Context: an optimization exercise on an open-source flow, tuned for small area. The choices shown serve that exercise and are no tape-out recipe. RTL that was checked went through simulation tests only; none was proved equivalent to the original. Power figures rest on the tool's default switching activity, not on a simulated workload.

## infix_expression_evaluator
module infix_expression_evaluator #(
	parameter int STACK_DEPTH = 16,
	parameter int VALUE_WIDTH = 32
) (
	input  wire logic        clk,
	input  wire logic        arst_n,
	input  wire logic        start,
	output logic             busy,
	input  wire logic [7:0]  symbol,
	input  wire logic        last,
	output logic             done,
	output logic [31:0]      value,
	output logic [1:0]       status
);
clock: 9.0 ns
lec_check: 0
cap_margin: 20
core_margin: 2
core_utilization: 40
slew_margin: 20
standard.sh (not shown) runs the stock make flow with config.mk's settings and CLKGATE_MAP_FILE= SYNTH_SCRIPT=/design/flow/synth_recipe.tcl, a recipe that flattens the netlist after the stock synthesis.
==> flow/flow/run.sh <==
#!/bin/bash
# Layout flow: the standard flow (standard.sh, unchanged synthesis) with
# two settings passed through the environment:
#  - clock tree synthesis without dummy loads, with sink clusters of up to
#    30 flip-flops within 60 um;
#  - port buffers of the smallest buffer cell.
# The full output goes to standard.log in the work folder.
export CTS_ARGS="-sink_clustering_enable -repair_clock_nets -dont_use_dummy_load -sink_clustering_size 12 -sink_clustering_max_diameter 40 -buf_list {sky130_fd_sc_hd__clkbuf_4 sky130_fd_sc_hd__clkbuf_8}"
export BUFFER_PORTS_ARGS="-buffer_cell sky130_fd_sc_hd__buf_1"
bash standard.sh > standard.log 2>&1
The starting point completed without violations.
Then changed:
--- a/flow/flow/run.sh
+++ b/flow/flow/run.sh
@@ -8 +8 @@
-export CTS_ARGS="-sink_clustering_enable -repair_clock_nets -dont_use_dummy_load -sink_clustering_size 12 -sink_clustering_max_diameter 40 -buf_list {sky130_fd_sc_hd__clkbuf_4 sky130_fd_sc_hd__clkbuf_8}"
+export CTS_ARGS="-sink_clustering_enable -repair_clock_nets -dont_use_dummy_load -sink_clustering_size 18 -sink_clustering_max_diameter 40 -buf_list sky130_fd_sc_hd__clkbuf_8"
CORE_UTILIZATION = 65   (was 40)
Routed wire length is lower by about 4%.
Count of clock-buffer cells in the layout is lower by 23.
Via count is lower by 1.2%.
Final cell count is lower by 12%.
Fmax is higher by about 6.5%.
Setup slack improves by 340 ps.
Design area is lower by 2.8%.
Then changed:
==> flow/run.sh (new file) <==
#!/bin/bash
# synth_recipe.tcl (not shown) runs the flow's synth.tcl, then flattens the netlist and writes it again
# the make line also repeats each setting of config.mk as NAME=value (left out here)
make -C /OpenROAD-flow-scripts/flow DESIGN_CONFIG=/design/flow/config.mk WORK_HOME=/design/flow/orfs CLKGATE_MAP_FILE= SYNTH_SCRIPT=/design/flow/synth_recipe.tcl finish
CORE_UTILIZATION = 40   (was 65)
removed: flow/flow/run.sh
removed: flow/standard.sh
After rerunning: The new run completed without violations. Die area rose by well over a third. Wire length rose by a few percent. Power rose by about a fifth. Critical path depth fell by 10. Worst hold slack improved by 20 ps. Utilization fell by 23 points.

indigo:
infix_expression_evaluator, a different RTL version from the one above (not shown whole).
For scale: roughly 1,100 cells after synthesis, about 640 flip-flops, about 48 I/O pins.
Settings: LEC_CHECK=0, CAP_MARGIN=20, CORE_MARGIN=2, CORE_UTILIZATION=75, SLEW_MARGIN=20; clock period 9.0 ns.
==> flow/flow/run.sh <==
#!/bin/bash
# Layout flow: the standard flow (standard.sh, unchanged synthesis) with
# two settings passed through the environment:
#  - clock tree synthesis without dummy loads, with sink clusters of up to
#    30 flip-flops within 60 um;
#  - port buffers of the smallest buffer cell.
# The full output goes to standard.log in the work folder.
export CTS_ARGS="-sink_clustering_enable -repair_clock_nets -dont_use_dummy_load -sink_clustering_size 11 -sink_clustering_max_diameter 35 -buf_list sky130_fd_sc_hd__clkbuf_4"
export BUFFER_PORTS_ARGS="-buffer_cell sky130_fd_sc_hd__buf_1"
bash standard.sh > standard.log 2>&1
diff inputs: indigo => violet
# indigo
export LEC_CHECK = 0
export CAP_MARGIN = 20
export CORE_MARGIN = 2
export CORE_UTILIZATION = 75
export SLEW_MARGIN = 20
create_clock -name core_clock -period 9.0 [get_ports {clk}]
# violet
export LEC_CHECK = 0
export CAP_MARGIN = 0
export CORE_MARGIN = 2
export CORE_UTILIZATION = 65
export SLEW_MARGIN = 0
create_clock -name core_clock -period 9.0 [get_ports {clk}]
Results
- Diff violet..indigo | mux contribution to synthesized area | negligible
- Looking only at cell area, and setting everything else aside, the higher value of indigo and violet goes to violet.
- Compared with indigo, violet shows a non-clock buffer count that is 1.9% lower.
- [compare] base=indigo new=violet: met2 layer wire length in the routed design went down; first-pass GRT wire length went down by about 20%.
- When the final numbers for indigo and violet were put side by side, the cell count turned out to be smaller in indigo.
Modified inputs, tundra compared to violet
# violet
export LEC_CHECK = 0
export CAP_MARGIN = 0
export CORE_MARGIN = 2
export CORE_UTILIZATION = 65
export SLEW_MARGIN = 0
create_clock -name core_clock -period 9.0 [get_ports {clk}]
# tundra
export LEC_CHECK = 0
export CAP_MARGIN = 20
export CORE_MARGIN = 2
export CORE_UTILIZATION = 65
export SLEW_MARGIN = 20
create_clock -name core_clock -period 9.0 [get_ports {clk}]
diff --git a/flow/flow/run.sh b/flow/flow/run.sh
--- a/flow/flow/run.sh
+++ b/flow/flow/run.sh
@@ -7,3 +7,3 @@
 # The full output goes to standard.log in the work folder.
-export CTS_ARGS="-sink_clustering_enable -repair_clock_nets -dont_use_dummy_load -sink_clustering_size 11 -sink_clustering_max_diameter 35 -buf_list sky130_fd_sc_hd__clkbuf_4"
+export CTS_ARGS="-sink_clustering_enable -repair_clock_nets -dont_use_dummy_load -sink_clustering_size 11 -sink_clustering_max_diameter 35 -buf_list {sky130_fd_sc_hd__clkbuf_2 sky130_fd_sc_hd__clkbuf_4}"
 export BUFFER_PORTS_ARGS="-buffer_cell sky130_fd_sc_hd__buf_1"
==> comparison <==
- tundra and violet all finish clean.
- Met3 demand-to-capacity share in global routing came out exactly the same in tundra and violet.
- Between violet and tundra, the number of placed instances with taps included does not differ in any meaningful way.
- Comparing violet against tundra, there is no change at all in die area.
- In terms of leakage power summed over all cells, violet and tundra differ only marginally.
- Taking violet as the reference, in tundra area of combinational cells with multiple inputs about even, fraction of layout cells with a size suffix above 1 roughly the same, share of cell area taken by multi-input logic gates has remained practically unchanged, area taken by flip-flops and latches ~0 delta.
[inputs] sierra vs tundra
==> flow/flow/run.sh <==
#!/bin/bash
# Layout flow: the standard flow (standard.sh, unchanged synthesis) with
# two settings passed through the environment:
#  - clock tree synthesis without dummy loads, with sink clusters of up to
#    11 flip-flops within 35 um, driven by clkbuf_4 cells;
#  - port buffers of the smallest buffer cell.
# The full output goes to standard.log in the work folder.
export CTS_ARGS="-sink_clustering_enable -repair_clock_nets -dont_use_dummy_load -sink_clustering_size 11 -sink_clustering_max_diameter 35 -buf_list sky130_fd_sc_hd__clkbuf_4"
export BUFFER_PORTS_ARGS="-buffer_cell sky130_fd_sc_hd__buf_1"
bash standard.sh > standard.log 2>&1
--- outcome ---
From tundra to sierra, width of the die did not move at all. sierra was carried through to the last stage, and its layout satisfied the timing, design-rule and antenna checks. sierra against tundra: number of enable-type register cells in the synthesized netlist barely changed; sequential share of layout area barely changed.
diff inputs: sierra => nickel
==> flow/flow/run.sh <==
#!/bin/bash
# Layout flow: the standard flow (standard.sh, unchanged synthesis) with
# two settings passed through the environment:
#  - clock tree synthesis without dummy loads, with sink clusters of up to
#    30 flip-flops within 60 um;
#  - port buffers of the smallest buffer cell.
# The full output goes to standard.log in the work folder.
export CTS_ARGS="-sink_clustering_enable -repair_clock_nets -dont_use_dummy_load -sink_clustering_size 10 -sink_clustering_max_diameter 40 -buf_list sky130_fd_sc_hd__clkbuf_4"
export BUFFER_PORTS_ARGS="-buffer_cell sky130_fd_sc_hd__buf_1"
bash standard.sh > standard.log 2>&1
Results
- In the reports for nickel and sierra, the larger post-route fraction of the period consumed by the critical path belongs to sierra.
- Sort nickel and sierra by share of post-route cells with drive strength above 1 desc -> top: nickel
- Comparing nickel and sierra, the lower fill cell instance count of the final layout is on sierra.
- Going from sierra to nickel, overall power grew slightly.
- The sequential share of cell area number comes out higher for sierra vs nickel.
- Post-route cell area delta (sierra -> nickel): insignificant

infix_expression_evaluator, a different RTL version from the one above (not shown whole).
Size in the first run: about 1800 cells after synthesis, ~660 flip-flops, about 20000 sq um of cells after synthesis.
Settings: LEC_CHECK=0, ABC_AREA=1, CAP_MARGIN=20, CORE_MARGIN=2, CORE_UTILIZATION=40, CTS_BUF_LIST=sky130_fd_sc_hd__clkbuf_4, SLEW_MARGIN=20; clock period 9.0 ns.
run.sh (not shown) runs the stock make flow with config.mk's settings and CLKGATE_MAP_FILE= SYNTH_SCRIPT=/design/flow/synth_recipe.tcl, a recipe that flattens the netlist after the stock synthesis.
Stock flow here: none of the scripts above is used.
The starting point finished clean.
Next try:
--- a/flow/config.mk
+++ b/flow/config.mk
@@ -7,3 +7,2 @@
 export LEC_CHECK = 0
-export ABC_AREA = 1
 export CAP_MARGIN = 20
@@ -11,3 +10,2 @@
 export CORE_UTILIZATION = 40
-export CTS_BUF_LIST = sky130_fd_sc_hd__clkbuf_4
 export SLEW_MARGIN = 20
Outcome: Wire length shrinks by 11%; cell count drops by 20%; area after synthesis came out lower by 0.67%.

Another version of the RTL of infix_expression_evaluator (not shown whole).
Size: ~640 flip-flops, ~0.016 mm^2 of cells after synthesis.
clock: 9.0 ns
lec_check: 0
cap_margin: 20
core_margin: 2
core_utilization: 65
slew_margin: 20
standard.sh (not shown) runs the stock make flow with config.mk's settings and CLKGATE_MAP_FILE= SYNTH_SCRIPT=/design/flow/synth_recipe.tcl, a recipe that flattens the netlist after the stock synthesis.
==> flow/flow/run.sh <==
#!/bin/bash
# Layout flow: the standard flow (standard.sh, unchanged synthesis) with
# two settings passed through the environment:
#  - clock tree synthesis without dummy loads, with sink clusters of up to
#    30 flip-flops within 60 um;
#  - port buffers of the smallest buffer cell.
# The full output goes to standard.log in the work folder.
export CTS_ARGS="-sink_clustering_enable -repair_clock_nets -dont_use_dummy_load -sink_clustering_size 12 -sink_clustering_max_diameter 35 -buf_list sky130_fd_sc_hd__clkbuf_4"
export BUFFER_PORTS_ARGS="-buffer_cell sky130_fd_sc_hd__buf_1"
bash standard.sh > standard.log 2>&1
Rerun with:
==> flow/flow/run.sh (replaced) <==
#!/bin/bash
# Layout flow: the standard flow (standard.sh, unchanged synthesis) with
# two settings passed through the environment:
#  - clock tree synthesis without dummy loads, with sink clusters of up to
#    11 flip-flops within 35 um, driven by clkbuf_4 cells;
#  - port buffers of the smallest buffer cell.
# The full output goes to standard.log in the work folder.
export CTS_ARGS="-sink_clustering_enable -repair_clock_nets -dont_use_dummy_load -sink_clustering_size 11 -sink_clustering_max_diameter 35 -buf_list sky130_fd_sc_hd__clkbuf_4"
export BUFFER_PORTS_ARGS="-buffer_cell sky130_fd_sc_hd__buf_1"
bash standard.sh > standard.log 2>&1
Outcome:
- design area barely changes
- maximum frequency stays flat
- hold slack improves by 4.5 ps
No run of this note included a check of the RTL's function; only the layout flow was run.

## static timing again, ports no longer ideal
The results above use ideal ports. As a check the final layouts listed here were re-extracted and re-timed, cells and wires unchanged.
Step 1: set_driving_cell puts a clkbuf_16 on clk and a buf_2 on each other input, an assumption about the parent block.
Step 2 also shifts input and output timing later by t, the mid clock arrival at the registers, as if the neighbouring blocks saw the same clock.
a / b / c = ideal / step 1 / step 2; a / b = the first two.
run	t, ns	setup WS [ns]	worst setup path after step 2	worst register clock-pin slew, ns	pins driven straight from the clock port
the first run of note 1	0.661	3.374 / 3.374 / 3.374	register to register	0.08 / 0.08	1
the second run of note 1	0.618	3.716 / 3.716 / 3.716	register to register	0.10 / 0.10	1
the third run of note 1	0.648	3.284 / 3.259 / 3.259	input to output	0.07 / 0.07	1
indigo	0.722	2.047 / 2.047 / 2.047	register to register	0.12 / 0.12	1
violet	0.668	2.226 / 2.226 / 2.226	register to register	0.11 / 0.11	1
tundra	0.668	2.226 / 2.226 / 2.226	register to register	0.11 / 0.11	1
sierra	0.668	2.226 / 2.226 / 2.226	register to register	0.11 / 0.11	1
nickel	0.693	2.281 / 2.281 / 2.281	register to register	0.10 / 0.10	1
the first run of note 3	0.962	3.479 / 3.453 / 3.453	input to output	0.07 / 0.07	1
the second run of note 3	0.649	2.563 / 2.563 / 2.563	register to register	0.07 / 0.07	1
the first run of note 4	0.709	2.357 / 2.357 / 2.357	register to register	0.12 / 0.12	1
the second run of note 4	0.682	2.369 / 2.369 / 2.369	register to register	0.11 / 0.11	1
After both steps every run listed still meets setup and hold. For the first run of note 3, which loses most, drivers alone change the setup slack by -0.026 ns; drivers and shift together by -0.026 ns.
